Source: an optimization exercise on an open RTL-to-GDS flow (aim: small area, a short achievable clock period and few clock cycles per item). Production flows keep margins and buffers that such runs may drop.
Where RTL was checked, it was by simulation tests only, not by an equivalence proof against the original.
Only the layout flow was run in runs 1, 2 and 4; the RTL was not checked for function there.
No activity file was given, so power comes from the tool's default toggle rates.

File: config.mk
export PLATFORM = sky130hd
export DESIGN_NAME = rational_add_sub_reduce_top
export DESIGN_NICKNAME = rational_add_sub_reduce_top
export VERILOG_FILES = /design/flow/design.v
export SDC_FILE = /design/flow/constraint.sdc
export NUM_CORES = 4
export LEC_CHECK = 0
export ABC_AREA = 1
export ABC_CLOCK_PERIOD_IN_PS = 4000
export CAP_MARGIN = 20
export CORE_MARGIN = 2
export CORE_UTILIZATION = 60
export PLACE_DENSITY = 0.7
export SETUP_SLACK_MARGIN = 5
export SLEW_MARGIN = 20
File: constraint.sdc
create_clock -name core_clock -period 10.0 [get_ports {aclk}]
set_input_delay 2.0000 -clock core_clock [delete_from_list [all_inputs] [get_ports {aclk}]]
set_output_delay 2.0000 -clock core_clock [all_outputs]
set_load 0.01 [all_outputs]
File: design.v
`timescale 1ns / 1ps
`default_nettype none
package rasr_pkg;
    localparam int IN_W   = 32;
    localparam int NUM_W  = 64;
    localparam int DEN_W  = 62;
    localparam int MAG_W  = 65;    
    localparam int CNT_W  = 7;
    localparam logic [NUM_W-1:0] NUM_MAX = {1'b0, {(NUM_W-1){1'b1}}};
    localparam logic [DEN_W-1:0] DEN_MAX = {DEN_W{1'b1}};
    typedef struct packed {
        logic                    action;
        logic signed [IN_W-1:0]  a_num;
        logic signed [IN_W-1:0]  a_den;
        logic signed [IN_W-1:0]  b_num;
        logic signed [IN_W-1:0]  b_den;
    } in_item_t;
    typedef struct packed {
        logic signed [NUM_W-1:0] res_num;
        logic [DEN_W-1:0]        res_den;
        logic                    den_error;
    } out_item_t;
    typedef enum logic [3:0] {
        CMD_NONE,
        CMD_LOAD,       
        CMD_MUL,        
        CMD_SUM,        
        CMD_GINIT,      
        CMD_GSTEP,      
        CMD_DINIT,      
        CMD_DSTEP,      
        CMD_DNEXT,      
        CMD_FINAL       
    } cmd_t;
    typedef struct packed {
        logic zero_den;    
        logic zero_num;    
        logic gcd_done;    
        logic div_done;    
    } status_t;
endpackage
`default_nettype wire
`timescale 1ns / 1ps
`default_nettype none
module rational_add_sub_reduce_top
(
    input  wire logic      aclk,
    input  wire logic      aresetn,
    input  wire logic      s_valid,
    output logic           s_ready,
    input  wire logic [128:0] s_data,    
    output logic           m_valid,
    input  wire logic      m_ready,
    output logic [126:0]   m_data       
);
    localparam logic [1:0] M_IDLE = 2'd0, M_RUN = 2'd1, M_DONE = 2'd2;
    logic [1:0]  mstate;
    logic [3:0]  mcnt;
    logic [33:0] mn_hi, md_hi;   
    logic [31:0] mn_lo, md_lo;   
    logic [31:0] x_an, x_ad;
    logic [2:0]  dbd, dbn;       
    logic        f1, f2;         
    logic        mzden;          
    function automatic logic [2:0] booth_dec(input logic y1, input logic y0,
                                             input logic yp, input logic flip);
        booth_dec[0] = y0 ^ yp;
        booth_dec[1] = (y1 & ~y0 & ~yp) | (~y1 & y0 & yp);
        booth_dec[2] = y1 ^ flip;
    endfunction
    function automatic logic [35:0] booth_pp(input logic [31:0] x, input logic [2:0] d);
        logic [35:0] m;
        m = d[0] ? {{4{x[31]}}, x} : (d[1] ? {{3{x[31]}}, x, 1'b0} : 36'd0);
        booth_pp = d[2] ? ~m : m;
    endfunction
    wire [35:0] pp1 = booth_pp(x_an, dbd);
    wire [35:0] pp2 = booth_pp(x_ad, dbn);
    wire [35:0] pp3 = booth_pp(x_ad, dbd);
    wire [35:0] acc_n = {{2{mn_hi[33]}}, mn_hi};
    wire [35:0] acc_d = {{2{md_hi[33]}}, md_hi};
    wire [35:0] cs_s = acc_n ^ pp1 ^ pp2;
    wire [35:0] cs_c = {(acc_n[34:0] & pp1[34:0]) | (acc_n[34:0] & pp2[34:0]) | (pp1[34:0] & pp2[34:0]), dbn[2]};
    wire [35:0] sum_n = cs_s + cs_c + {35'd0, dbd[2]};
    wire [35:0] sum_d = acc_d + pp3 + {35'd0, dbd[2]};
    wire ld;     
    always_ff @(posedge aclk) begin
        if (!aresetn) begin
            mstate <= M_IDLE;
        end else begin
            case (mstate)
                M_IDLE: if (s_valid) mstate <= M_RUN;
                M_RUN:  if (mcnt == 4'd15) mstate <= M_DONE;
                M_DONE: if (ld) mstate <= M_IDLE;
                default: mstate <= M_IDLE;
            endcase
        end
    end
    always_ff @(posedge aclk) begin
        case (mstate)
            M_IDLE: begin
                mcnt  <= 4'd0;
                mn_hi <= 34'd0;
                md_hi <= 34'd0;
                mn_lo <= s_data[31:0];       
                md_lo <= s_data[63:32];      
                x_an  <= s_data[127:96];
                x_ad  <= s_data[95:64];
                f1    <= s_data[95] ^ s_data[31];
                f2    <= s_data[95] ^ s_data[31] ^ s_data[128];
                dbd   <= booth_dec(s_data[1], s_data[0], 1'b0, s_data[95] ^ s_data[31]);
                dbn   <= booth_dec(s_data[33], s_data[32], 1'b0, s_data[95] ^ s_data[31] ^ s_data[128]);
                mzden <= (s_data[95:64] == 32'd0) || (s_data[31:0] == 32'd0);
            end
            M_RUN: begin
                mcnt  <= mcnt + 4'd1;
                mn_hi <= sum_n[35:2];
                mn_lo <= {sum_n[1:0], mn_lo[31:2]};
                md_hi <= sum_d[35:2];
                md_lo <= {sum_d[1:0], md_lo[31:2]};
                dbd   <= booth_dec(mn_lo[3], mn_lo[2], mn_lo[1], f1);
                dbn   <= booth_dec(md_lo[3], md_lo[2], md_lo[1], f2);
            end
            default: ;
        endcase
    end
    localparam logic [1:0] L_IDLE = 2'd0, L_LOOP = 2'd1, L_HALF2 = 2'd2;
    logic [1:0]  lstate;
    logic [63:0] a, b;           
    logic        bp;             
    logic        bz;             
    logic        ineg;           
    logic [63:0] ca1, cb1;       
    logic [61:0] ca2, cb2;       
    logic        c_sum;          
    logic        c_shf;          
    logic        c_one;          
    logic        c_tca, c_nega, c_negb;
    logic [2:0]  csh;            
    logic        dsub_r;         
    logic        nsign;          
    logic        zden_v;         
    logic        zden;           
    logic        res;            
    logic        cinit;          
    logic [2:0]  hs;             
    wire        new_neg = mn_hi[33] && !mzden;
    wire        new_bz  = mzden || ({mn_hi, mn_lo} == 66'd0);
    wire        dsub = dsub_r;
    wire [64:0] d    = {ineg, b} + {dsub, a ^ {64{dsub}}} + {64'd0, dsub};
    wire        dneg = dsub && d[64];
    wire        b_lt_a = (b < a);
    wire        bpar = b[0] ^ bp;      
    function automatic logic [2:0] tz7(input logic [6:0] v);
        tz7 = v[0] ? 3'd0 : v[1] ? 3'd1 : v[2] ? 3'd2 : v[3] ? 3'd3 :
              v[4] ? 3'd4 : v[5] ? 3'd5 : v[6] ? 3'd6 : 3'd7;
    endfunction
    wire take    = res && m_ready;
    wire run     = !cinit || take;   
    wire in_loop = (lstate == L_LOOP) && !bz && run;
    wire k_half  = in_loop && !a[0] && !bpar;
    wire k_init  = in_loop && ineg && !(!a[0] && !bpar);
    wire k_swap  = in_loop && !ineg && !a[0] &&  bpar;
    wire k_shb   = in_loop && !ineg &&  a[0] && !bpar;
    wire k_sub   = in_loop && !ineg &&  a[0] &&  bpar;
    wire k_half2 = (lstate == L_HALF2) && run;
    logic [2:0]  sh;
    logic        exact;          
    logic [64:0] xsrc;
    always_comb begin
        sh    = 3'd0;
        exact = 1'b1;
        xsrc  = {1'b0, b};
        if (k_sub) begin
            sh    = tz7(d[6:0]);
            exact = (d[7:0] != 8'd0);
            xsrc  = d;
        end else if (k_init) begin
            sh    = 3'd0;
            exact = d[0];
            xsrc  = d;
        end else if (k_shb) begin
            sh    = tz7(b[6:0] ^ {7{bp}});
            exact = ((b[7:0] ^ {8{bp}}) != 8'd0);
            xsrc  = {1'b0, b};
        end else if (k_swap) begin
            sh    = tz7(a[6:0]);
            xsrc  = {1'b0, a};
        end else if (k_half) begin
            sh    = tz7(a[6:0] | b[6:0]);
            xsrc  = {1'b0, a};
        end else if (k_half2) begin
            sh    = hs;
            xsrc  = {ineg, a};           
        end
    end
    wire        xfill = ((k_sub || k_init) && dneg) || (k_half2 && ineg);
    wire [71:0] xsx  = {{7{xfill}}, xsrc} >> sh;
    wire [64:0] xsh  = xsx[64:0];
    wire        inv  = (k_sub || k_init) && dneg;
    wire [63:0] bnew = (xsh[63:0] ^ {64{inv}}) | {63'd0, (inv || (k_shb && bp)) && exact};
    wire        bpnew = (inv || (k_shb && bp)) && !exact;
    wire [63:0] ysrc1 = c_tca ? ca1 : cb1;
    wire [61:0] ysrc2 = c_tca ? ca2 : cb2;
    wire [63:0] cbsh1 = ysrc1 << csh;
    wire [61:0] cbsh2 = ysrc2 << csh;
    wire        c_cin  = c_nega || c_negb;
    wire [63:0] csum1 = (ca1 ^ {64{c_nega}}) + (cb1 ^ {64{c_negb}}) + {63'd0, c_cin};
    wire [61:0] csum2 = (ca2 ^ {62{c_nega}}) + (cb2 ^ {62{c_negb}}) + {61'd0, c_cin};
    wire vfin = (lstate == L_LOOP) && bz && !cinit;     
    assign ld = (mstate == M_DONE) && ((lstate == L_IDLE) || vfin);
    wire cof_init = (ld && !vfin && (!res || take)) || (cinit && take);
    always_ff @(posedge aclk) begin
        if (!aresetn) begin
            lstate <= L_IDLE;
            res    <= 1'b0;
            cinit  <= 1'b0;
        end else begin
            if (ld) begin
                lstate <= L_LOOP;
            end else begin
                case (lstate)
                    L_LOOP:  if (vfin) lstate <= L_IDLE;
                             else if (k_half) lstate <= L_HALF2;
                    L_HALF2: if (k_half2) lstate <= L_LOOP;
                    default: lstate <= L_IDLE;
                endcase
            end
            res   <= vfin || (res && !m_ready);
            cinit <= ld ? !cof_init : (cinit && !take);
        end
    end
    logic [63:0] a_d, b_d;
    logic        ineg_d;
    always_comb begin
        a_d = a;
        b_d = b;
        ineg_d = ineg && !k_init;
        if (ld) ineg_d = new_neg && !new_bz;
        if (ld) begin
            a_d = {md_hi[31:0], md_lo};
            b_d = mzden ? 64'd0 : {mn_hi[31:0], mn_lo};
        end else if (k_init || k_shb) begin
            b_d = bnew;
        end else if (k_sub) begin
            b_d = bnew;
            if (b_lt_a) a_d = b;
        end else if (k_swap || k_half || k_half2) begin
            a_d = b;
            b_d = bnew;
        end
    end
    always_ff @(posedge aclk) begin
        a      <= a_d;
        b      <= b_d;
        dsub_r <= (a_d[1] == b_d[1]) || ineg_d;
        if (ld) begin
            bp    <= 1'b0;
            bz    <= new_bz;
            ineg  <= new_neg && !new_bz;
            nsign <= new_neg;
            zden_v <= mzden;
        end else if (k_init) begin
            bp   <= bpnew;
            ineg <= 1'b0;
        end else if (k_sub) begin
            bp  <= bpnew;
            bz  <= dsub && (d[63:0] == 64'd0);
        end else if (k_shb) begin
            bp  <= bpnew;
        end
        if (k_half) hs <= sh;
        if (vfin) zden <= zden_v;
    end
    always_ff @(posedge aclk) begin
        c_sum  <= k_sub;
        c_shf  <= k_sub || k_shb || k_swap;
        c_one  <= k_swap;
        c_tca  <= (k_sub && b_lt_a) || k_swap;
        c_nega <= k_sub && !dsub && b_lt_a;
        c_negb <= k_sub && !dsub && !b_lt_a;
        csh    <= sh;
    end
    always_ff @(posedge aclk) begin
        if (cof_init) begin
            ca1 <= ld ? (new_neg ? 64'd1 : 64'd0) : (nsign ? 64'd1 : 64'd0);
            ca2 <= 62'd1;
            cb1 <= (ld ? new_neg : nsign) ? {64{1'b1}} : 64'd1;
            cb2 <= 62'd0;
        end else begin
            if (c_sum) begin
                ca1 <= csum1;
                ca2 <= csum2;
            end else if (c_one) begin
                ca1 <= nsign ? {64{1'b1}} : 64'd1;    
                ca2 <= 62'd0;
            end
            if (c_shf) begin
                cb1 <= cbsh1;
                cb2 <= cbsh2;
            end
        end
    end
    assign s_ready = (mstate == M_IDLE);
    assign m_valid = res;
    assign m_data  = {ca1, ca2, zden};
endmodule
`default_nettype wire
File: run.sh
#!/bin/bash
# synth_recipe.tcl (not shown) runs the flow's synth.tcl, then flattens the netlist and writes it again
# the make line also repeats each setting of config.mk as NAME=value (left out here)
make -C /OpenROAD-flow-scripts/flow DESIGN_CONFIG=/design/flow/config.mk WORK_HOME=/design/flow/orfs CLKGATE_MAP_FILE= SYNTH_SCRIPT=/design/flow/synth_recipe.tcl finish
==> results of run 1 <==
[registers in the layout, indices dropped and copies added, names as in the netlist, 34 cells and up]
signal / flops
a: 64
b: 64
ca1: 64
cb1: 64
ca2: 62
cb2: 62
md_hi: 34
mn_hi: 34
[cells in the final DEF (no fill, tap or decap), drive strengths merged, types with 6 or more instances in the layout]
master         count
o21ai            897
o22ai             93
edfxtp           470
clkdlybuf4s50    261
o21bai            18
o21a              48
fa                42
a21oi            521
mux2i              6
nor4              49
xor2             433
clkbuf            93
and2               7
nand3            852
a31oi             86
nand3b            10
o31ai             12
a21boi            19
clkinv            42
xnor2             29
and3               7
buf               61
a211oi            12
o211ai            64
o221ai            14
a21o              26
ha               324
nor2             540
nand4             57
nor3              45
inv              953
dfxtp            144
or2               14
clkinvlp           6
nand2           2273
[layer usage]
| layer | up-vias | global-route usage, % |
|---|---|---|
| met5 | - | 0 |
| met1 | 27800 | 56.1 |
| met4 | 0 | 16.3 |
| li1 | 28600 | - |
| met3 | 540 | 7.35 |
| met2 | 3751 | 62.6 |
[repair_timing]
item / CTS / global route
pin swaps: 0 / 1
cloned: 0 / 2
hold buffers: 0 / 0
gates resized for setup: 19 / 36
endpoints found under the setup margin: 202 / 161
setup buffers: 1 / 4
[Yosys cell counts (all sizes together) (4+ instances only)]
cell type     n  area [sq um]
a211oi       12          90.1
a21boi       19           146
a21o         26           195
a21oi       521          2610
a221oi        5          43.8
a22oi         5          37.5
a31oi        86           538
and2          7          43.8
and3          7          43.8
buf         125           632
clkbuf      233           875
clkinv        7          26.3
dfxtp       144          2880
edfxtp      470         14100
fa           42           841
ha          324          4050
inv         953          3580
mux2i         6          60.1
nand2      2272          8580
nand3       852          4290
nand3b       10          75.1
nand4        57           357
nor2        540          2080
nor3         45           230
nor4         49           307
o2111ai       4          35.0
o211ai       64           480
o21a         48           360
o21ai       897          4510
o21bai       18           135
o221ai       14           123
o22ai        93           582
o31ai        12          90.1
or2          14          87.6
xnor2        29           254
xor2        433          3810
[layout make-up]
cell class | instances | area (sq um) | area share (%)
repair inverters | 1 | 5.00 | 0.00791
clock inverters | 45 | 434 | 0.687
well taps | 1265 | 1580 | 2.50
flip-flops and latches | 614 | 17000 | 26.9
multi-input cells | 6519 | 35300 | 55.8
repair buffers | 322 | 3250 | 5.13
inverters | 960 | 3660 | 5.79
diodes | 1 | 2.50 | 0.00396
clock buffers | 93 | 2020 | 3.19
[report_power, final]
group / total, mW / switching [mW] / internal, mW / leakage, nW
Clock: 2.79 / 1.22 / 1.57 / 1.20
Sequential: 3.18 / 0.225 / 2.95 / 5.93
Combinational: 4.04 / 2.69 / 1.35 / 22.7
Total: 10.0 / 4.13 / 5.88 / 29.9
[cells by family (layout without fill, tap and decap cells)]
kind of cell | Yosys count | after routing
and+or+nand+nor | 3856 | 3857
AOI/OAI and AO/OA | 1828 | 1828
buffers and inverters | 1318 | 1421
DFF | 614 | 614
xor gates and xnor gates | 462 | 462
adders and majority gates | 366 | 366
muxes | 6 | 6
other | 0 | 1
[through the flow]
step                utilization [%]  total power, mW  hold slack (ns)
floorplan                         -             5.89            0.400
global placement               63.9             7.01            0.407
detailed placement             63.9             7.08            0.428
CTS                            66.5             9.88            0.442
global route                   66.8             10.5            0.440
finish                         66.8             10.0            0.448
[worst paths after layout]
kind	startpoint	end	slack, ns	depth (start not counted)
min	zden_v$_DFFE_PP_	zden$_DFFE_PP_	0.45	0
max	dbd[0]$_DFFE_PP_	mn_hi[21]$_SDFFCE_PN0P_	5.09	18
max reg2reg	dbd[0]$_DFFE_PP_	mn_hi[21]$_SDFFCE_PN0P_	5.09	18
min reg2reg	zden_v$_DFFE_PP_	zden$_DFFE_PP_	0.45	0
==> impl_metrics.tcl, run 1 <==
set metrics [dict create \
    grt_max_degree 98 \
    synth-compound-area-share_pct 17.5 \
    cts_tree "done" \
    ioPinCount 262 \
    worstMarginPinSlew_ns 1.15 \
    maxSlewHeadroom_pct 23.6 \
    io_buffers 261 \
    drv_slew 0 \
    peakVddDrop_uv 211 \
    crit_chain "inv_2 > buf_6 > o22ai_1 > xor2_1 > fa_1 > ha_1 > a21oi_1 > nand2_1 > a21oi_1 > o21ai_0 > a31oi_1 > o21ai_1 > a21oi_1 > o21ai_0 > nand2_1 > nand2_1 > a21oi_1 > o21a_1" \
    max_freq_mhz 204 \
    synth_fp_nets 8949 \
    synth_edf_count 470 \
    p_leak_nw 29.9 \
    cts.htree.levels 3 \
    top_signal_layer_used "met4" \
    fillers 8545 \
    dpl_worst_slack_ns 3.98 \
    core_area_sq_um 94700 \
    hold_class "reg -> reg" \
    syn_area_per_cell_sq_um 6.78 \
    cpPeakStageDelay_ns 0.54 \
    critPathMaxFanout 61 \
    rsz0062_at_grt "true" \
    track_usage_pct 40.5 \
    wl_met1_mm 83.3 \
    synthMuxAreaShare_pct 0.105 \
    slowest_stage "edfxtp_1" \
    cts_root_buf "clkbuf_16" \
    grt_pass1_vias 55700 \
    power_density_nw_per_um2 158 \
    dieArea_sq_um 97900 \
    synthAdderAreaFrac_pct 8.55 \
    placementRows 113 \
    synth.yosys.seq_area_share_pct 29.7 \
    cts.path.max_buffers 3 \
    period_needed_ns 4.91 \
    drt-pass1-iter-count 7 \
    endpoint_kind "flip-flop" \
    worst_path_most_repeated_cell "a21oi_1" \
    place_area_sq_um 60500 \
    syn_area_sq_um 57300 \
    synth_cell_type_count 63 \
    grt_pass1_wl_mm 315 \
    area_growth_pct 10.4 \
    netlist_instances 8450 \
    cp.required_ns 10.44 \
    setup_viol 0 \
    gp_congestion 1.03 \
    cts_sinks 614 \
    drtIter0Drc 8810 \
    routed_wl_mm 206 \
    cts_made_buffers 75 \
    ant_nets 0 \
    avgRoutedWirePerCell_um 21.0 \
    arrival_ns 5.34 \
    stdcell_area_sq_um 63200 \
    instances_no_fill 9820 \
    gr-total-overflow 0 \
    path_buf_inv 2 \
    min_period_over_period_pct 49.1 \
    setup_tns_ns 0 \
    drive_gt1_share_pct 3.02 \
    crit_family "compound AO/OA/AOI/OAI gates" \
    start_kind "flip-flop" \
    drv_cap 0 \
    hold_viol 0 \
    synth-seq-cells 614 \
    die_h_um 313 \
    antenna_found_initial 1 \
    synth_ff_type "edfxtp_1" \
    status "complete, no violations" \
    num_vias 60600 \
    ys_async_sr_fraction_pct 0 \
    setup_slack_ns 5.09 \
    start_util_pct 60.5 \
    wl_met2_mm 88.8 \
    post_drt_via_cell_ratio 6.18 \
    drc_errors 0 \
    synthXorXnorAreaFrac_pct 7.10 \
    hpwl_mm 154 \
    critical_path_class "reg -> reg" \
    yosys_warnings 1 \
    synth_top_family_by_area "simple AND/OR/NAND/NOR gates" \
    fin_worst_skew_ns 0.0297 \
    route.met3.wl_mm 24.1 \
    placedCellCount 9673 \
    worstSkewPairLatency_ns 0.68 \
    path_clk_slew_ns 0.06 \
    fin_nets 8992 \
    synthSimpleGateAreaFrac_pct 28.2 \
    dieWidth_um 313 \
]
==> run 2, diff against run 1 <==
==> flow/run.sh (new file) <==
#!/bin/bash
# Standard layout, with timing repair aimed below the clock period.
set -euo pipefail
bash standard.sh SETUP_SLACK_MARGIN=5.5 finish > standard_flow.log 2>&1
==> standard.sh (new file) <==
#!/bin/bash
# synth_recipe.tcl (not shown) runs the flow's synth.tcl, then flattens the netlist and writes it again
# the make line also repeats each setting of config.mk as NAME=value (left out here)
make -C /OpenROAD-flow-scripts/flow DESIGN_CONFIG=/design/flow/config.mk WORK_HOME=/design/flow/orfs CLKGATE_MAP_FILE= SYNTH_SCRIPT=/design/flow/synth_recipe.tcl "${@:-finish}"
--- a/config.mk
+++ b/config.mk
@@ -5,11 +5,9 @@
 export SDC_FILE = /design/flow/constraint.sdc
 export NUM_CORES = 4
 export LEC_CHECK = 0
-export ABC_AREA = 1
 export ABC_CLOCK_PERIOD_IN_PS = 4000
 export CAP_MARGIN = 20
 export CORE_MARGIN = 2
 export CORE_UTILIZATION = 60
 export PLACE_DENSITY = 0.7
-export SETUP_SLACK_MARGIN = 5
 export SLEW_MARGIN = 20
removed: run.sh
==> run 2 against run 1 <==
  * Synthesized cell count down 27%
  * Combinational power down 24%
  * Core utilization up 7.1 points
  * Register-to-register slack better by 0.03 ns
  * Sequential share of layout area down 1.8 points
  * Maximum frequency up 0.64%
  * Hold slack worse by 0.022 ns
  * Non-clock buffer count up 287
==> impl_metrics.tcl, run 2 <==
set metrics [dict create \
    synth_cell_type_count 99 \
    ys_async_sr_fraction_pct 0 \
    maxSlewHeadroom_pct 21.9 \
    yosys_warnings 1 \
    fin_nets 6959 \
    drc_errors 0 \
    cts.htree.levels 3 \
    ioPinCount 262 \
    cts_made_buffers 76 \
    avgRoutedWirePerCell_um 25.9 \
    cp.required_ns 10.41 \
    syn_area_sq_um 55700 \
    grt_pass1_wl_mm 295 \
    hold_viol 0 \
    io_buffers 261 \
    hpwl_mm 132 \
    num_vias 52500 \
    endpoint_kind "flip-flop" \
    drive_gt1_share_pct 17.2 \
    grt_max_degree 85 \
    antenna_found_initial 2 \
    drv_cap 0 \
    path_clk_slew_ns 0.06 \
    worstMarginPinSlew_ns 1.16 \
    rsz0062_at_grt "true" \
    track_usage_pct 40.0 \
    core_area_sq_um 91800 \
    placementRows 111 \
    period_needed_ns 4.88 \
    synth_fp_nets 6649 \
    cts_tree "done" \
    final_core_util_pct 73.9 \
    min_period_over_period_pct 48.8 \
    peakVddDrop_uv 282 \
    dpl_worst_slack_ns 3.15 \
    final_common_cell "nand2_1" \
    place_area_sq_um 59200 \
    synth_area_leaders "edfxtp_1 25%, ha_1 7.3%, xor2_1 6.9%, mux4_2 6.2%, dfxtp_1 5.2%" \
    worstSkewPairLatency_ns 0.69 \
    setup_slack_ns 5.12 \
    status "complete, no violations" \
    setup_tns_ns 0 \
    gr-total-overflow 0 \
    synth_ff_type "edfxtp_1" \
    synth_edf_count 470 \
    netlist_instances 6150 \
    worst_path_most_repeated_cell "a21o_1" \
    hold_class "reg -> reg" \
    drt-pass1-iter-count 7 \
    ant_nets 0 \
    setup_viol 0 \
    stdcell_area_sq_um 67800 \
    drtIter0Drc 6757 \
    critical_path_class "reg -> reg" \
    finalPower_mw 9.01 \
    start_kind "flip-flop" \
    worst_r2r_path_depth 19 \
    area_growth_pct 21.8 \
    crit_chain "buf_6 > nor2b_4 > buf_12 > a22oi_2 > xnor2_2 > fa_1 > ha_4 > a21o_1 > a21o_1 > a2111oi_4 > a21bo_2 > a21oi_4 > o31ai_4 > a221oi_2 > o31ai_2 > or4_4 > a31oi_4 > xor2_1 > nor2_1" \
    cts_root_buf "clkbuf_16" \
    hold-path-cell-count 0 \
    syn_area_per_cell_sq_um 9.05 \
    arrival_ns 5.28 \
    yosysMostFrequentCell "nand2_1" \
    yosysTopAreaCellShare_pct 25.4 \
    post_drt_via_cell_ratio 6.77 \
    fin_worst_skew_ns 0.0386 \
    slowest_stage "fa_1" \
    drv_slew 0 \
    gp_congestion 1.04 \
    cpPeakStageDelay_ns 0.55 \
    synthTopCellsByCount "681 x nand2_1, 470 x edfxtp_1, 463 x o21ai_0" \
    p_leak_nw 26.2 \
    synth.yosys.seq_area_share_pct 30.5 \
    grt_pass1_vias 49100 \
    routed_wl_mm 201 \
    cts.path.max_buffers 3 \
    die_h_um 309 \
    cts_sinks 614 \
    start_util_pct 60.6 \
    synth-seq-cells 614 \
    yosys.area.top_type "edfxtp_1" \
    power_density_nw_per_um2 133 \
    critPathMaxFanout 5 \
    dieArea_sq_um 95200 \
    max_freq_mhz 205 \
    layout_common_cells "660 x nand2_1, 470 x edfxtp_1, 429 x nor2_1" \
    dieWidth_um 309 \
]
==> run 2: cell count changes after synthesis, moves of 140 or more <==
cell     change
nand2_1   -1582
xnor2_1    +197
inv_1      -728
mux2i_1    +278
mux4_2     +153
o21ai_0    -364
nand3_1    -776
a21o_1     +140
==> run 2: metal layers <==
layer  routed length (um)  track usage (%)
met1                76200             51.6
met3                21400             8.63
met4                13900             22.4
met2                89400             62.5
met5                   10                0
==> run 2: repair_timing <==
action                                  in CTS  in global routing
hold buffers                                 0                  0
setup buffers                              107                150
gates resized for setup                    276                421
gates cloned                                33                 13
endpoints found under the setup margin     300                205
pin swaps                                   61                165
==> run 2: layout make-up <==
cell class | count | area, sq um
clock buffer | 95 | 2030
fill | 6826 | 24000
sequential | 614 | 17000
multi-input combinational | 4944 | 39200
tap | 1243 | 1560
timing repair inverter | 3 | 35.0
clock inverter | 41 | 378
inverter | 212 | 847
timing repair buffer | 609 | 6720
antenna | 1 | 2.50
==> run 2: through the flow <==
step | instances | hold WS (ns)
after floorplan | 6150 | 0.400
after global placement | 7322 | 0.402
after detailed placement | 7322 | 0.410
after CTS | 7598 | 0.428
after global routing | 7761 | 0.432
final | 7762 | 0.426
==> run 2: worst paths after layout <==
| kind | from | endpoint | slack (ns) |
|---|---|---|---|
| max | dbd[0]$_DFFE_PP_ | mn_hi[32]$_SDFFCE_PN0P_ | 5.12 |
| min | zden_v$_DFFE_PP_ | zden$_DFFE_PP_ | 0.43 |
| min reg2reg | zden_v$_DFFE_PP_ | zden$_DFFE_PP_ | 0.43 |
| max reg2reg | dbd[0]$_DFFE_PP_ | mn_hi[32]$_SDFFCE_PN0P_ | 5.12 |
==> run 2: power breakdown <==
part / internal, mW / switching [mW] / total (mW)
clock: 1.55 / 1.20 / 2.75
sequential: 2.96 / 0.216 / 3.17
combinational: 1.43 / 1.66 / 3.09
total: 5.94 / 3.07 / 9.01
==> run 2: worst max-delay path: cells and delay by family (launching register included) <==
kind,cells,cell delay [ns]
adder cells (fa/ha/maj),2,0.77
XOR/XNOR,2,0.34
AO/OA/AOI/OAI,10,2.08
buffers and inverters,2,0.31
AND/OR/NAND/NOR,3,0.69
flip-flops,1,0.39
==> run 2: cell families (layout without fill, tap and decap cells) <==
group	Yosys count	after routing	synth area share (%)
other	0	1	0
adders and majority gates	366	366	8.79
DFF	614	614	30.5
AOI/OAI and AO/OA	1747	1750	20.4
and+or+nand+nor	1685	1694	13.7
buffers and inverters	605	960	4.20
muxes	465	466	11.9
xor gates and xnor gates	668	668	10.5
==> run 3, diff against run 2 <==
--- a/design.v
+++ b/design.v
@@ -145,7 +145,7 @@
     logic [2:0]  hs;             
     wire        new_neg = mn_hi[33] && !mzden;
     wire        new_bz  = mzden || ({mn_hi, mn_lo} == 66'd0);
-    wire        dsub = dsub_r;
+    wire        dsub = dsub_r || ineg;
     wire [64:0] d    = {ineg, b} + {dsub, a ^ {64{dsub}}} + {64'd0, dsub};
     wire        dneg = dsub && d[64];
     wire        b_lt_a = (b < a);
@@ -230,12 +230,9 @@
         end
     end
     logic [63:0] a_d, b_d;
-    logic        ineg_d;
     always_comb begin
         a_d = a;
         b_d = b;
-        ineg_d = ineg && !k_init;
-        if (ld) ineg_d = new_neg && !new_bz;
         if (ld) begin
             a_d = {md_hi[31:0], md_lo};
             b_d = mzden ? 64'd0 : {mn_hi[31:0], mn_lo};
@@ -252,7 +249,7 @@
     always_ff @(posedge aclk) begin
         a      <= a_d;
         b      <= b_d;
-        dsub_r <= (a_d[1] == b_d[1]) || ineg_d;
+        dsub_r <= (a_d[1] == b_d[1]);
         if (ld) begin
             bp    <= 1'b0;
             bz    <= new_bz;
==> run.sh (new file) <==
#!/bin/bash
# synth_recipe.tcl (not shown) runs the flow's synth.tcl, then flattens the netlist and writes it again
# the make line also repeats each setting of config.mk as NAME=value (left out here)
make -C /OpenROAD-flow-scripts/flow DESIGN_CONFIG=/design/flow/config.mk WORK_HOME=/design/flow/orfs CLKGATE_MAP_FILE= SYNTH_SCRIPT=/design/flow/synth_recipe.tcl finish
--- a/config.mk
+++ b/config.mk
@@ -8,6 +8,7 @@
 export ABC_CLOCK_PERIOD_IN_PS = 4000
 export CAP_MARGIN = 20
 export CORE_MARGIN = 2
-export CORE_UTILIZATION = 60
-export PLACE_DENSITY = 0.7
+export CORE_UTILIZATION = 40
+export PLACE_DENSITY = 0.6
+export SETUP_SLACK_MARGIN = 5
 export SLEW_MARGIN = 20
removed: flow/run.sh
removed: standard.sh
==> run 3 against run 2 <==
  * First-iteration DRC count decreased by 37%
  * Sequential share of layout area increased by 1.2 points
  * Total power decreased by 1.6%
  * Global-route usage decreased by 14 points
  * Cell count increased by 4.0%
  * Clock skew decreased by 0.0089 ns
  * Sequential power about the same
  * Clock power increased by 11%
  * Combinational power decreased by 14%
  * Hold slack improved by 0.0035 ns
==> impl_metrics.tcl, run 3 <==
set metrics [dict create \
    min_period_over_period_pct 50.4 \
    ys_async_sr_fraction_pct 0 \
    start_kind "flip-flop" \
    final_common_cell "nand2_1" \
    synth-seq-cells 614 \
    cpPeakStageDelay_ns 0.55 \
    arrival_ns 5.51 \
    peakVddDrop_uv 159 \
    placementRows 136 \
    cts-hold-fix-buffers 0 \
    swShare_pct 33.1 \
    layout_common_cells "693 x nand2_1, 470 x edfxtp_1, 419 x o21ai_0" \
    setup_viol 0 \
    post_drt_via_cell_ratio 6.10 \
    slowest_stage "o31ai_1" \
    cellInternalPower_mw 5.93 \
    dieWidth_um 376 \
    yosys.area.top_type "edfxtp_1" \
    dpl_worst_slack_ns 2.98 \
    routed_wl_mm 194 \
    synth_fp_nets 6590 \
    cts_sinks 614 \
    pwr-share-comb_pct 29.9 \
    synth.yosys.seq_area_share_pct 30.7 \
    hpwl_mm 141 \
    fin_worst_skew_ns 0.0297 \
    ant_nets 0 \
    worstSkewPairLatency_ns 0.71 \
    endpoint_kind "flip-flop" \
    track_usage_pct 26.5 \
    gp_congestion 0.974 \
    period_needed_ns 5.04 \
    drc_errors 0 \
    die_h_um 376 \
    critPathMaxFanout 22 \
    fin_nets 6714 \
    crit_chain "nor2_4 > buf_12 > buf_12 > xnor2_1 > ha_4 > a21oi_2 > o21ai_0 > a211oi_1 > o21bai_1 > o31a_1 > o31ai_1 > a31oi_1 > a21o_1 > and2_1 > a211o_1 > a32o_1 > a21o_1" \
    drive_gt1_share_pct 12.2 \
    core_area_sq_um 137000 \
    drt-pass1-iter-count 5 \
    cts.htree.levels 3 \
    drv_cap 0 \
    max_freq_mhz 198 \
    grt_pass1_wl_mm 292 \
    status "complete, no violations" \
    dieArea_sq_um 142000 \
    setup_slack_ns 4.96 \
    rsz0062_at_grt "true" \
    path_clk_slew_ns 0.07 \
    antenna_found_initial 3 \
    drtIter0Drc 4260 \
    clkPwrFrac_pct 34.3 \
    netlist_instances 6091 \
    fillers 13100 \
    maxSlewHeadroom_pct 23.6 \
    instances_no_fill 8076 \
    p_leak_nw 26.5 \
    drv_slew 0 \
    cts_tree "done" \
    syn_area_per_cell_sq_um 9.10 \
    num_vias 49300 \
    route.met3.wl_mm 13.2 \
    setup_tns_ns 0 \
    switchingPower_mw 2.94 \
    hold_viol 0 \
    synth_area_leaders "edfxtp_1 25%, ha_1 7.3%, mux4_2 6.1%, xor2_1 6.1%, mux2i_1 5.8%" \
    ioPinCount 262 \
    top_signal_layer_used "met4" \
    cts_root_buf "clkbuf_16" \
    grt_pass1_vias 47400 \
    syn_area_sq_um 55400 \
    power_density_nw_per_um2 137 \
    synthTopCellsByCount "704 x nand2_1, 470 x edfxtp_1, 453 x o21ai_0" \
    yosysTopAreaCellShare_pct 25.5 \
    critical_path_class "reg -> reg" \
    grt_max_degree 88 \
    placedCellCount 7828 \
    io_buffers 261 \
    worstMarginPinSlew_ns 1.13 \
    avgRoutedWirePerCell_um 24.1 \
    synth_edf_count 470 \
    cp.required_ns 10.47 \
    synth_ff_type "edfxtp_1" \
    cts.path.max_buffers 3 \
    area_growth_pct 16.7 \
    yosys_warnings 1 \
    wl_met1_mm 83.6 \
    yosysMostFrequentCell "nand2_1" \
    gr-total-overflow 0 \
    seq_power_share_pct 35.8 \
    synth_cell_type_count 102 \
    hold_class "reg -> reg" \
    start_util_pct 40.3 \
    wl_met2_mm 90.0 \
    cts_made_buffers 80 \
    finalPower_mw 8.87 \
]
[run 3: worst max-delay path, delay by kind of cell, from the launching register on]
kind / cells / cell delay [ns]
AND/OR/NAND/NOR: 2 / 0.47
AO/OA/AOI/OAI: 11 / 2.98
buffers and inverters: 2 / 0.33
adder cells (fa/ha/maj): 1 / 0.28
XOR/XNOR: 1 / 0.19
flip-flops: 1 / 0.52
[run 3: through the flow]
stage / hold WS (ns) / instance area, sq um / util [%]
floorplan: 0.400 / 55400 / -
global placement: 0.406 / 59400 / 43.2
detailed placement: 0.428 / 59400 / 43.2
CTS: 0.435 / 63400 / 46.1
global route: 0.456 / 64700 / 47.0
finish: 0.430 / 64700 / 47.0
[run 3: final timing paths]
check | endpoint | slack, ns | startpoint | cells past startpoint
hold reg to reg | zden$_DFFE_PP_ | 0.43 | zden_v$_DFFE_PP_ | 0
setup / recovery | b[47]$_DFFE_PP_ | 4.96 | ineg$_SDFFCE_PN0P_ | 17
setup reg to reg | b[47]$_DFFE_PP_ | 4.96 | ineg$_SDFFCE_PN0P_ | 17
hold / removal | zden$_DFFE_PP_ | 0.43 | zden_v$_DFFE_PP_ | 0
[run 3: cells by family (layout without fill, tap and decap cells)]
kind of cell             after synthesis  count (layout)  share of synthesized area (%)
flip-flops                           614             614                           30.7
other                                  0               2                              0
buffers and inverters                587             774                           4.10
AND/OR/NAND/NOR                     1686            1688                           13.8
XOR/XNOR                             657             657                           10.4
multiplexers                         498             498                           12.5
AO/OA/AOI/OAI                       1682            1682                           19.7
adder cells (fa/ha/maj)              367             367                           8.85
[run 3: power groups by stage]
stage,combinational (mW),clock (mW),sequential (mW)
after floorplan,2.02,0,3.10
after global placement,2.51,0,3.22
after detailed placement,2.54,0,3.22
after CTS,2.62,3.11,3.17
after global routing,2.94,3.19,3.19
final,2.65,3.05,3.17
[run 3: layout make-up]
cell class                 instances  area (sq um)  share of cell area (%)
antenna                            2          5.00                 0.00774
multi-input combinational       4892         37600                    58.1
timing repair inverter             1          5.00                 0.00774
timing repair buffer             419          4330                    6.70
sequential                       614         17000                    26.3
tap                             1794          2240                    3.47
clock buffer                     101          2130                    3.30
inverter                         207           800                    1.24
clock inverter                    46           561                   0.867
[run 3: layer usage]
layer / global-route usage [%] / vias to the layer above
li1: - / 22800
met1: 35.9 / 24200
met2: 43.0 / 1920
met3: 3.61 / 350
met4: 9.67 / 0
met5: 0 / -
[run 3: what timing repair did]
| action | in CTS | in global routing |
|---|---|---|
| setup endpoints to repair | 263 | 185 |
| pin swaps | 31 | 60 |
| resized for setup | 169 | 218 |
| buffers inserted | 42 | 45 |
| cloned | 8 | 3 |
Testbench counts of run 3, summed over its fixed seeds: cycles 104,752, items 3,200.
==> run 4, diff against run 3 <==
--- a/design.v
+++ b/design.v
@@ -145,7 +145,7 @@
     logic [2:0]  hs;             
     wire        new_neg = mn_hi[33] && !mzden;
     wire        new_bz  = mzden || ({mn_hi, mn_lo} == 66'd0);
-    wire        dsub = dsub_r || ineg;
+    wire        dsub = dsub_r;
     wire [64:0] d    = {ineg, b} + {dsub, a ^ {64{dsub}}} + {64'd0, dsub};
     wire        dneg = dsub && d[64];
     wire        b_lt_a = (b < a);
@@ -206,9 +206,12 @@
     wire        c_cin  = c_nega || c_negb;
     wire [63:0] csum1 = (ca1 ^ {64{c_nega}}) + (cb1 ^ {64{c_negb}}) + {63'd0, c_cin};
     wire [61:0] csum2 = (ca2 ^ {62{c_nega}}) + (cb2 ^ {62{c_negb}}) + {61'd0, c_cin};
+    wire ab_eq = (a == b);
+    wire last = k_sub && ab_eq;
     wire vfin = (lstate == L_LOOP) && bz && !cinit;     
-    assign ld = (mstate == M_DONE) && ((lstate == L_IDLE) || vfin);
-    wire cof_init = (ld && !vfin && (!res || take)) || (cinit && take);
+    wire vend = vfin || last;                           
+    assign ld = (mstate == M_DONE) && ((lstate == L_IDLE) || vend);
+    wire cof_init = (ld && !vend && (!res || take)) || (cinit && take);
     always_ff @(posedge aclk) begin
         if (!aresetn) begin
             lstate <= L_IDLE;
@@ -219,20 +222,23 @@
                 lstate <= L_LOOP;
             end else begin
                 case (lstate)
-                    L_LOOP:  if (vfin) lstate <= L_IDLE;
+                    L_LOOP:  if (vend) lstate <= L_IDLE;
                              else if (k_half) lstate <= L_HALF2;
                     L_HALF2: if (k_half2) lstate <= L_LOOP;
                     default: lstate <= L_IDLE;
                 endcase
             end
-            res   <= vfin || (res && !m_ready);
+            res   <= vend || (res && !m_ready);
             cinit <= ld ? !cof_init : (cinit && !take);
         end
     end
     logic [63:0] a_d, b_d;
+    logic        ineg_d;
     always_comb begin
         a_d = a;
         b_d = b;
+        ineg_d = ineg && !k_init;
+        if (ld) ineg_d = new_neg && !new_bz;
         if (ld) begin
             a_d = {md_hi[31:0], md_lo};
             b_d = mzden ? 64'd0 : {mn_hi[31:0], mn_lo};
@@ -249,7 +255,7 @@
     always_ff @(posedge aclk) begin
         a      <= a_d;
         b      <= b_d;
-        dsub_r <= (a_d[1] == b_d[1]);
+        dsub_r <= (a_d[1] == b_d[1]) || ineg_d;
         if (ld) begin
             bp    <= 1'b0;
             bz    <= new_bz;
@@ -266,11 +272,11 @@
             bp  <= bpnew;
         end
         if (k_half) hs <= sh;
-        if (vfin) zden <= zden_v;
+        if (vend) zden <= zden_v;
     end
     always_ff @(posedge aclk) begin
-        c_sum  <= k_sub;
-        c_shf  <= k_sub || k_shb || k_swap;
+        c_sum  <= k_sub && !last;
+        c_shf  <= (k_sub && !last) || k_shb || k_swap;
         c_one  <= k_swap;
         c_tca  <= (k_sub && b_lt_a) || k_swap;
         c_nega <= k_sub && !dsub && b_lt_a;
@@ -281,7 +287,7 @@
         if (cof_init) begin
             ca1 <= ld ? (new_neg ? 64'd1 : 64'd0) : (nsign ? 64'd1 : 64'd0);
             ca2 <= 62'd1;
-            cb1 <= (ld ? new_neg : nsign) ? {64{1'b1}} : 64'd1;
+            cb1 <= (ld ? new_bz : bz) ? 64'd0 : (ld ? new_neg : nsign) ? {64{1'b1}} : 64'd1;
             cb2 <= 62'd0;
         end else begin
             if (c_sum) begin
@@ -299,6 +305,6 @@
     end
     assign s_ready = (mstate == M_IDLE);
     assign m_valid = res;
-    assign m_data  = {ca1, ca2, zden};
+    assign m_data  = {csum1, csum2, zden};
 endmodule
 `default_nettype wire
--- a/config.mk
+++ b/config.mk
@@ -8,7 +8,7 @@
 export ABC_CLOCK_PERIOD_IN_PS = 4000
 export CAP_MARGIN = 20
 export CORE_MARGIN = 2
-export CORE_UTILIZATION = 40
-export PLACE_DENSITY = 0.6
+export CORE_UTILIZATION = 60
+export PLACE_DENSITY = 0.7
 export SETUP_SLACK_MARGIN = 5
 export SLEW_MARGIN = 20
==> run 4 against run 3 <==
  * Still clean on timing, DRC and antenna
  * Via count increased by 14%
  * Cell count increased by 1.1%
  * Maximum frequency decreased by 26%
  * Critical path type is now reg -> out
  * Critical endpoint is now m_data[87]
  * Largest power group is now combinational cells
  * Highest routed layer is now met5
==> impl_metrics.tcl, run 4 <==
set metrics [dict create \
    hold_viol 0 \
    antenna_found_initial 5 \
    worstMarginPinSlew_ns 1.13 \
    synthTopCellsByCount "825 x nand2_1, 470 x edfxtp_1, 466 x a21oi_1" \
    core_area_sq_um 95200 \
    worst_path_most_repeated_cell "buf_6" \
    status "complete, no violations" \
    crit_end "m_data[87]" \
    drtIter0Drc 6940 \
    cts-hold-fix-buffers 0 \
    seq_power_share_pct 34.4 \
    rsz0062_at_grt "true" \
    final_common_cell "nand2_1" \
    p_leak_nw 29.8 \
    yosys.area.top_type "edfxtp_1" \
    critPathLaunch "c_negb$_DFF_P_" \
    maxSlewHeadroom_pct 24.5 \
    synth_fp_nets 6980 \
    cts.htree.levels 3 \
    instances_no_fill 8167 \
    ioPinCount 262 \
    synth_ff_type "edfxtp_1" \
    cpPeakStageDelay_ns 0.39 \
    r2r-start "a[25]$_DFFE_PP_" \
    yosys_warnings 1 \
    finalPower_mw 9.24 \
    yosysMostFrequentCell "nand2_1" \
    power_density_nw_per_um2 131 \
    cts_root_buf "clkbuf_16" \
    grt_pass1_vias 52900 \
    setup_slack_ns 3.19 \
    cellInternalPower_mw 5.96 \
    rrSetupSlack_ns 4.96 \
    swShare_pct 35.5 \
    worst_r2r_path_depth 15 \
    multi_input_area_sq_um 41900 \
    synth.yosys.seq_area_share_pct 29.4 \
    area_growth_pct 21.7 \
    yosysTopAreaCellShare_pct 24.4 \
    cts_sinks 614 \
    slowest_stage "dfxtp_4" \
    worstSkewPairLatency_ns 0.70 \
    layout_common_cells "803 x nand2_1, 470 x edfxtp_1, 419 x nor2_1" \
    period_needed_ns 6.81 \
    num_vias 56200 \
    setup_tns_ns 0 \
    ant_nets 0 \
    hold_class "reg -> reg" \
    cp.required_ns 8.00 \
    final_core_util_pct 73.9 \
    placementRows 113 \
    ys_async_sr_fraction_pct 0 \
    start_util_pct 60.7 \
    stdcell_area_sq_um 70300 \
    dieArea_sq_um 98800 \
    worstSetupPathDepth 19 \
    drv_cap 0 \
    clkPwrFrac_pct 30.3 \
    fillers 6896 \
    gr-total-overflow 0 \
    drv_slew 0 \
    hpwl_mm 143 \
    switchingPower_mw 3.28 \
    critical_path_class "reg -> out" \
    fin_worst_skew_ns 0.0447 \
    post_drt_via_cell_ratio 6.88 \
    synth_cell_type_count 118 \
    crit_family "compound AO/OA/AOI/OAI gates" \
    endpoint_kind "output port" \
    path_buf_inv 6 \
    syn_area_per_cell_sq_um 8.91 \
    peakVddDrop_uv 252 \
    timing.rr.end "dsub_r$_DFF_P_" \
    arrival_ns 4.81 \
    cts.path.max_buffers 3 \
    drc_errors 0 \
    fin_hold_ws_ns 0.459 \
    seq_area_sq_um 17000 \
    netlist_instances 6481 \
    dieWidth_um 314 \
    dpl_worst_slack_ns 2.59 \
    grt_max_degree 228 \
    critPathMaxFanout 5 \
    die_h_um 314 \
    cts_made_buffers 73 \
    routed_wl_mm 216 \
    cts_tree "done" \
    syn_area_sq_um 57800 \
    fin_nets 7338 \
    crit_chain "buf_12 > or2_4 > fa_2 > fa_2 > a21o_1 > nand4_1 > a2111o_1 > a21oi_2 > a32o_2 > buf_6 > buf_6 > buf_6 > buf_6 > o21a_1 > o21a_1 > o21a_1 > nor2_2 > xnor2_2 > buf_2" \
    min_period_over_period_pct 68.1 \
    synth_area_leaders "edfxtp_1 24%, ha_1 7.0%, xor2_1 6.5%, mux4_2 6.0%, mux2i_1 5.4%" \
    gp_congestion 1.03 \
    io_buffers 261 \
    synth_edf_count 470 \
    placedCellCount 7656 \
    path_clk_slew_ns 0.07 \
    track_usage_pct 40.8 \
    place_area_sq_um 61200 \
    avgRoutedWirePerCell_um 26.5 \
    drive_gt1_share_pct 20.6 \
    max_freq_mhz 147 \
    grt_pass1_wl_mm 313 \
    setup_viol 0 \
    drt-pass1-iter-count 9 \
    start_kind "flip-flop" \
    synth-seq-cells 614 \
    pwr-share-comb_pct 35.3 \
]
## run 4: worst reg2reg max path, cell delays in order (launching register included)
cell      delay, ns
edfxtp_1       0.42
inv_1          0.11
ha_1           0.24
a21o_1         0.16
a21o_1         0.18
a221o_1        0.31
a221oi_2       0.45
o21ai_1        0.32
a222oi_1       0.99
nand4b_1       0.32
o21a_2         0.32
buf_6          0.28
mux2i_1        0.19
o21ai_0        0.26
xnor2_1        0.12
a311o_1        0.27
## run 4: per-layer routing
layer / global-route usage (%) / up-vias / share of wire, %
li1: - / 24600 / -
met1: 51.1 / 27100 / 37
met2: 66.1 / 3595 / 46
met3: 6.98 / 933 / 9.7
met4: 24.6 / 2 / 7.7
met5: 0 / - / 0.0065
## run 4: worst min-delay path by stage
stage | start | to | cells past startpoint | slack (ns)
CTS | zden_v$_DFFE_PP_ | zden$_DFFE_PP_ | 0 | 0.46
global route | zden_v$_DFFE_PP_ | zden$_DFFE_PP_ | 0 | 0.48
floorplan | zden_v$_DFFE_PP_ | zden$_DFFE_PP_ | 0 | 0.40
detailed placement | zden_v$_DFFE_PP_ | zden$_DFFE_PP_ | 0 | 0.44
finish | zden_v$_DFFE_PP_ | zden$_DFFE_PP_ | 0 | 0.46
global placement | zden_v$_DFFE_PP_ | zden$_DFFE_PP_ | 0 | 0.44
## run 4: cells by family after synthesis
family	share of synthesized area (%)
AO/OA/AOI/OAI	19.7
XOR/XNOR	10.1
AND/OR/NAND/NOR	15.8
buffers and inverters	4.34
flip-flops	29.4
adder cells (fa/ha/maj)	8.47
multiplexers	12.1
## run 4: final cells by class
class                      instances  area share (%)
clock buffer                      96            2.88
timing repair buffer             698            9.29
inverter                         215            1.19
timing repair inverter             2          0.0249
multi-input combinational       5235            59.6
sequential                       614            24.2
tap                             1265            2.25
clock inverter                    38           0.573
antenna                            4          0.0142
## run 4: timing repair
action,in CTS,in global routing
endpoints found under the setup margin,374,251
setup buffers,234,122
gates resized for setup,885,383
pin swaps,198,184
cloned,10,7
## run 4: power by group through the flow
stage / clock network, mW / logic, mW / registers, mW
global placement: 0 / 2.90 / 3.23
finish: 2.80 / 3.26 / 3.18
detailed placement: 0 / 2.95 / 3.24
global route: 2.90 / 3.57 / 3.19
CTS: 2.80 / 3.08 / 3.18
floorplan: 0 / 2.35 / 3.11
==> run 5, diff against run 4 <==
--- a/design.v
+++ b/design.v
@@ -42,6 +42,36 @@
 `default_nettype wire
 `timescale 1ns / 1ps
 `default_nettype none
+module rasr_add #(parameter int W = 64, parameter int LW = 6)
+(
+    input  wire logic [W-1:0] x,
+    input  wire logic [W-1:0] y,
+    input  wire logic         ci,
+    output logic      [W-1:0] s,
+    output logic              co
+);
+    logic [W-1:0] p, g, pp, gg;
+    always_comb begin
+        p  = x ^ y;
+        g  = x & y;
+        pp = p;
+        gg = g;
+        gg[0] = g[0] | (p[0] & ci);
+        for (int i = 0; i < LW; i++) begin
+            for (int j = W - 1; j >= 0; j--) begin
+                if ((j >> i) & 1) begin
+                    gg[j] = gg[j] | (pp[j] & gg[((j >> i) << i) - 1]);
+                    pp[j] = pp[j] & pp[((j >> i) << i) - 1];
+                end
+            end
+        end
+        s  = p ^ {gg[W-2:0], ci};
+        co = gg[W-1];
+    end
+endmodule
+`default_nettype wire
+`timescale 1ns / 1ps
+`default_nettype none
 module rational_add_sub_reduce_top
 (
     input  wire logic      aclk,
@@ -80,8 +110,10 @@
     wire [35:0] acc_d = {{2{md_hi[33]}}, md_hi};
     wire [35:0] cs_s = acc_n ^ pp1 ^ pp2;
     wire [35:0] cs_c = {(acc_n[34:0] & pp1[34:0]) | (acc_n[34:0] & pp2[34:0]) | (pp1[34:0] & pp2[34:0]), dbn[2]};
-    wire [35:0] sum_n = cs_s + cs_c + {35'd0, dbd[2]};
-    wire [35:0] sum_d = acc_d + pp3 + {35'd0, dbd[2]};
+    wire [35:0] sum_n, sum_d;
+    wire        sum_n_co, sum_d_co;
+    rasr_add #(.W(36), .LW(6)) u_add_n (.x(cs_s), .y(cs_c), .ci(dbd[2]), .s(sum_n), .co(sum_n_co));
+    rasr_add #(.W(36), .LW(6)) u_add_d (.x(acc_d), .y(pp3), .ci(dbd[2]), .s(sum_d), .co(sum_d_co));
     wire ld;     
     always_ff @(posedge aclk) begin
         if (!aresetn) begin
@@ -146,9 +178,13 @@
     wire        new_neg = mn_hi[33] && !mzden;
     wire        new_bz  = mzden || ({mn_hi, mn_lo} == 66'd0);
     wire        dsub = dsub_r;
-    wire [64:0] d    = {ineg, b} + {dsub, a ^ {64{dsub}}} + {64'd0, dsub};
+    wire [64:0] d;
+    wire        d_co, ge_co;
+    rasr_add #(.W(65), .LW(7)) u_add_v (.x({ineg, b}), .y({dsub, a ^ {64{dsub}}}), .ci(dsub), .s(d), .co(d_co));
     wire        dneg = dsub && d[64];
-    wire        b_lt_a = (b < a);
+    wire [63:0] ge_s;
+    rasr_add #(.W(64), .LW(6)) u_cmp (.x(b), .y(~a), .ci(1'b1), .s(ge_s), .co(ge_co));
+    wire        b_lt_a = !ge_co;
     wire        bpar = b[0] ^ bp;      
     function automatic logic [2:0] tz7(input logic [6:0] v);
         tz7 = v[0] ? 3'd0 : v[1] ? 3'd1 : v[2] ? 3'd2 : v[3] ? 3'd3 :
@@ -204,14 +240,14 @@
     wire [63:0] cbsh1 = ysrc1 << csh;
     wire [61:0] cbsh2 = ysrc2 << csh;
     wire        c_cin  = c_nega || c_negb;
-    wire [63:0] csum1 = (ca1 ^ {64{c_nega}}) + (cb1 ^ {64{c_negb}}) + {63'd0, c_cin};
-    wire [61:0] csum2 = (ca2 ^ {62{c_nega}}) + (cb2 ^ {62{c_negb}}) + {61'd0, c_cin};
-    wire ab_eq = (a == b);
-    wire last = k_sub && ab_eq;
+    wire [63:0] csum1;
+    wire [61:0] csum2;
+    wire        csum1_co, csum2_co;
+    rasr_add #(.W(64), .LW(6)) u_add_c1 (.x(ca1 ^ {64{c_nega}}), .y(cb1 ^ {64{c_negb}}), .ci(c_cin), .s(csum1), .co(csum1_co));
+    rasr_add #(.W(62), .LW(6)) u_add_c2 (.x(ca2 ^ {62{c_nega}}), .y(cb2 ^ {62{c_negb}}), .ci(c_cin), .s(csum2), .co(csum2_co));
     wire vfin = (lstate == L_LOOP) && bz && !cinit;     
-    wire vend = vfin || last;                           
-    assign ld = (mstate == M_DONE) && ((lstate == L_IDLE) || vend);
-    wire cof_init = (ld && !vend && (!res || take)) || (cinit && take);
+    assign ld = (mstate == M_DONE) && ((lstate == L_IDLE) || vfin);
+    wire cof_init = (ld && !vfin && (!res || take)) || (cinit && take);
     always_ff @(posedge aclk) begin
         if (!aresetn) begin
             lstate <= L_IDLE;
@@ -222,13 +258,13 @@
                 lstate <= L_LOOP;
             end else begin
                 case (lstate)
-                    L_LOOP:  if (vend) lstate <= L_IDLE;
+                    L_LOOP:  if (vfin) lstate <= L_IDLE;
                              else if (k_half) lstate <= L_HALF2;
                     L_HALF2: if (k_half2) lstate <= L_LOOP;
                     default: lstate <= L_IDLE;
                 endcase
             end
-            res   <= vend || (res && !m_ready);
+            res   <= vfin || (res && !m_ready);
             cinit <= ld ? !cof_init : (cinit && !take);
         end
     end
@@ -272,11 +308,11 @@
             bp  <= bpnew;
         end
         if (k_half) hs <= sh;
-        if (vend) zden <= zden_v;
+        if (vfin) zden <= zden_v;
     end
     always_ff @(posedge aclk) begin
-        c_sum  <= k_sub && !last;
-        c_shf  <= (k_sub && !last) || k_shb || k_swap;
+        c_sum  <= k_sub;
+        c_shf  <= k_sub || k_shb || k_swap;
         c_one  <= k_swap;
         c_tca  <= (k_sub && b_lt_a) || k_swap;
         c_nega <= k_sub && !dsub && b_lt_a;
@@ -287,7 +323,7 @@
         if (cof_init) begin
             ca1 <= ld ? (new_neg ? 64'd1 : 64'd0) : (nsign ? 64'd1 : 64'd0);
             ca2 <= 62'd1;
-            cb1 <= (ld ? new_bz : bz) ? 64'd0 : (ld ? new_neg : nsign) ? {64{1'b1}} : 64'd1;
+            cb1 <= (ld ? new_neg : nsign) ? {64{1'b1}} : 64'd1;
             cb2 <= 62'd0;
         end else begin
             if (c_sum) begin
@@ -305,6 +341,6 @@
     end
     assign s_ready = (mstate == M_IDLE);
     assign m_valid = res;
-    assign m_data  = {csum1, csum2, zden};
+    assign m_data  = {ca1, ca2, zden};
 endmodule
 `default_nettype wire
==> run 5 against run 4 <==
  * Flip-flop and latch count did not move
  * Non-clock buffer count fell by 248
  * Largest cell class unchanged
  * Largest power group unchanged
  * Combinational power rose by 17%
  * Global-route usage fell by 6.3 points
  * Still clean
  * Via count fell by 22%
  * Total power rose by 6.3%
  * Cell count fell by 16%
==> impl_metrics.tcl, run 5 <==
set metrics [dict create \
    status "complete, no violations" \
    cp.required_ns 10.50 \
    fin_nets 6179 \
    yosys_warnings 5 \
    yosys.area.top_type "edfxtp_1" \
    cts_sinks 614 \
    layout_common_cells "759 x nand2_1, 470 x edfxtp_1, 444 x xor2_1" \
    antenna_cells 0 \
    placedCellCount 6587 \
    fin_worst_skew_ns 0.0165 \
    hpwl_mm 108 \
    drive_gt1_share_pct 12.2 \
    gr-total-overflow 0 \
    cpPeakStageDelay_ns 0.50 \
    hold_viol 0 \
    hold_end "zden$_DFFE_PP_" \
    hold-path-cell-count 0 \
    start_kind "flip-flop" \
    synth_ff_type "edfxtp_1" \
    antenna_found_initial 1 \
    dieArea_sq_um 88400 \
    track_usage_pct 34.5 \
    min_from "zden_v$_DFFE_PP_" \
    seq_area_sq_um 17000 \
    syn_area_sq_um 51600 \
    ys_async_sr_fraction_pct 0 \
    p_leak_nw 25.1 \
    drt-pass1-iter-count 8 \
    cts_root_buf "clkbuf_16" \
    syn_area_per_cell_sq_um 9.44 \
    synth_area_leaders "edfxtp_1 27%, ha_1 7.8%, xor2_1 7.7%, mux4_2 6.6%, nand2_1 5.6%" \
    worstSkewPairLatency_ns 0.65 \
    drtIter0Drc 4062 \
    maxSlewHeadroom_pct 29.4 \
    grt_pass1_vias 42200 \
    cts_tree "done" \
    max_freq_mhz 184 \
    routed_wl_mm 159 \
    arrival_ns 5.92 \
    synthTopCellsByCount "769 x nand2_1, 470 x edfxtp_1, 452 x xor2_1" \
    rsz0062_at_grt "true" \
    gp_congestion 0.979 \
    multi_input_area_sq_um 33900 \
    critPathMaxFanout 7 \
    yosysTopAreaCellShare_pct 27.3 \
    crit_chain "buf_6 > buf_16 > mux2_4 > fa_2 > a211oi_2 > o211ai_1 > buf_4 > a221oi_4 > a21oi_2 > o21ai_2 > and2_4 > fa_2 > xnor2_4 > nor4_1 > nand2_1 > nor4_2 > nand2_1 > or4_4 > a2111oi_4 > nand4_1 > or4_4 > o22ai_2" \
    rrSetupSlack_ns 4.58 \
    hold_class "reg -> reg" \
    setup_tns_ns 0 \
    path_buf_inv 3 \
    post_drt_via_cell_ratio 6.38 \
    crit_family "simple AND/OR/NAND/NOR gates" \
    cts.htree.levels 3 \
    period_needed_ns 5.42 \
    placementRows 107 \
    min_period_over_period_pct 54.2 \
    path_clk_slew_ns 0.06 \
    final_core_util_pct 70.6 \
    synth_edf_count 470 \
    grt_max_degree 110 \
    peakVddDrop_uv 256 \
    final_common_cell "nand2_1" \
    worstMarginPinSlew_ns 1.06 \
    power_density_nw_per_um2 163 \
    netlist_instances 5467 \
    yosysMostFrequentCell "nand2_1" \
    endpoint_kind "flip-flop" \
    critical_path_class "reg -> reg" \
    grt_pass1_wl_mm 242 \
    timing.rr.end "bz$_DFFE_PP_" \
    drv_cap 0 \
    synth.yosys.seq_area_share_pct 32.9 \
    avgRoutedWirePerCell_um 23.1 \
    cts.path.max_buffers 3 \
    fillers 6644 \
    worst_r2r_path_depth 22 \
    drv_slew 0 \
    cts_made_buffers 75 \
    ant_nets 0 \
    dieWidth_um 297 \
    synth_fp_nets 5988 \
    io_buffers 261 \
    ioPinCount 262 \
    setup_viol 0 \
    start_util_pct 60.6 \
    drc_errors 0 \
    num_vias 43800 \
    r2r-start "dsub_r$_DFF_P_" \
    die_h_um 297 \
    area_growth_pct 16.5 \
    slowest_stage "or4_4" \
    synth_cell_type_count 102 \
    instances_no_fill 6862 \
    core_area_sq_um 85100 \
    synth-seq-cells 614 \
]
## run 5: changes by cell type in the layout (fill, tap and decap cells not counted), moves of 53 or more
cell,before,now
xor2_1,380,444
nand3_1,107,54
buf_6,118,11
inv_1,200,143
buf_4,296,138
a21oi_1,402,291
buf_2,86,0
clkdlybuf4s50_1,137,260
## run 5: worst register-to-register path: cells and delay by family, from the launching register on
family,cells,cell delay (ns)
AND/OR/NAND/NOR,8,2.01
buffers and inverters,3,0.46
multiplexers,1,0.28
flip-flops,1,0.36
XOR/XNOR,1,0.11
AO/OA/AOI/OAI,7,1.46
adder cells (fa/ha/maj),2,0.60
## run 5: worst max-delay path by stage
| stage | start | end | cells after the start |
|---|---|---|---|
| floorplan | dbd[0]$_DFFE_PP_ | mn_hi[31]$_SDFFCE_PN0P_ | 21 |
| global placement | m_ready | b[48]$_DFFE_PP_ | 18 |
| detailed placement | m_ready | b[48]$_DFFE_PP_ | 18 |
| CTS | dsub_r$_DFF_P_ | bz$_DFFE_PP_ | 21 |
| global route | dsub_r$_DFF_P_ | bz$_DFFE_PP_ | 21 |
| finish | dsub_r$_DFF_P_ | bz$_DFFE_PP_ | 22 |
## run 5: cell type report
type | count | area share, %
timing repair buffer | 450 | 7.88
inverter | 149 | 0.953
clock inverter | 27 | 0.443
multi-input combinational | 4366 | 56.4
clock buffer | 110 | 3.59
tap | 1144 | 2.38
timing repair inverter | 2 | 0.0250
sequential | 614 | 28.3
## run 5: kinds of logic (layout without fill, tap and decap cells)
logic type	count (synthesis)	count (layout)	synth area share, %
XOR/XNOR	680	680	11.6
multiplexers	451	451	12.5
adder cells (fa/ha/maj)	388	388	10.4
buffers and inverters	487	738	3.61
AND/OR/NAND/NOR	1573	1573	13.4
AO/OA/AOI/OAI	1274	1274	15.6
flip-flops	614	614	32.9
## run 5: layer usage
| layer | up-vias | routed length [um] | share of wire (%) | global-route usage, % |
|---|---|---|---|---|
| met4 | 0 | 8160 | 5.1 | 14.7 |
| met3 | 427 | 12100 | 7.6 | 5.55 |
| li1 | 20200 | - | - | - |
| met2 | 1881 | 74700 | 47 | 57.2 |
| met1 | 21300 | 63600 | 40 | 44.7 |
| met5 | - | 0 | 0 | 0 |
## run 5: timing repair
item | 4_1_cts | 5_1_grt
pin swaps | 30 | 50
setup buffers | 63 | 57
setup endpoints to repair | 204 | 125
hold buffers | 0 | 0
resized for setup | 139 | 115
cloned | 10 | 8
## run 5: metrics by stage
stage / power, mW / instance area (sq um) / setup slack, ns / hold WS (ns)
floorplan: 5.63 / 51700 / 4.96 / 0.400
global placement: 6.39 / 55000 / 2.92 / 0.408
detailed placement: 6.44 / 55000 / 2.81 / 0.446
CTS: 9.51 / 58900 / 4.63 / 0.462
global route: 10.3 / 60100 / 4.43 / 0.475
finish: 9.82 / 60100 / 4.58 / 0.458
## run 5: power breakdown
group	total [mW]	leakage [nW]	internal (mW)	switching [mW]
sequential	3.21	5.92	2.97	0.246
clock	2.78	1.18	1.62	1.16
combinational	3.82	18.0	1.74	2.09
total	9.82	25.1	6.33	3.49
Testbench counts of run 5, summed over its fixed seeds: cycles 104,752, items 3,200.

==> static timing again, ports no longer ideal <==
The flow's constraints put no driver on any port. The routed layouts listed below were extracted and timed again, unchanged, in two steps.
Step 1, drivers: a clkbuf_16 drives aclk and a buf_2 each remaining input, both assumed.
Step 2, shift: input delay + t, output delay - t, t = (earliest + latest rising clock arrival at the registers) / 2. This alone moves slack from input paths to output paths.
Three values: ideal, step 1, step 2; two values: the first two.
run	t, ns	slack for setup (ns)	worst hold slack (ns)	worst register clock-pin slew, ns
run 1	0.750	5.094 / 5.094 / 4.455	0.448 / 0.448 / 0.448	0.07 / 0.07
run 2	0.750	5.125 / 5.125 / 4.574	0.426 / 0.426 / 0.426	0.07 / 0.07
run 3	0.772	4.961 / 4.961 / 4.448	0.430 / 0.430 / 0.430	0.07 / 0.07
run 4	0.759	3.192 / 3.111 / 3.870	0.459 / 0.459 / 0.459	0.07 / 0.07
run 5	0.718	4.577 / 4.577 / 4.577	0.458 / 0.458 / 0.458	0.06 / 0.06
After both steps every run listed still meets setup and hold. The setup slack of run 1, which loses most, moves by 0.000 ns with the drivers and by -0.639 ns with both steps.
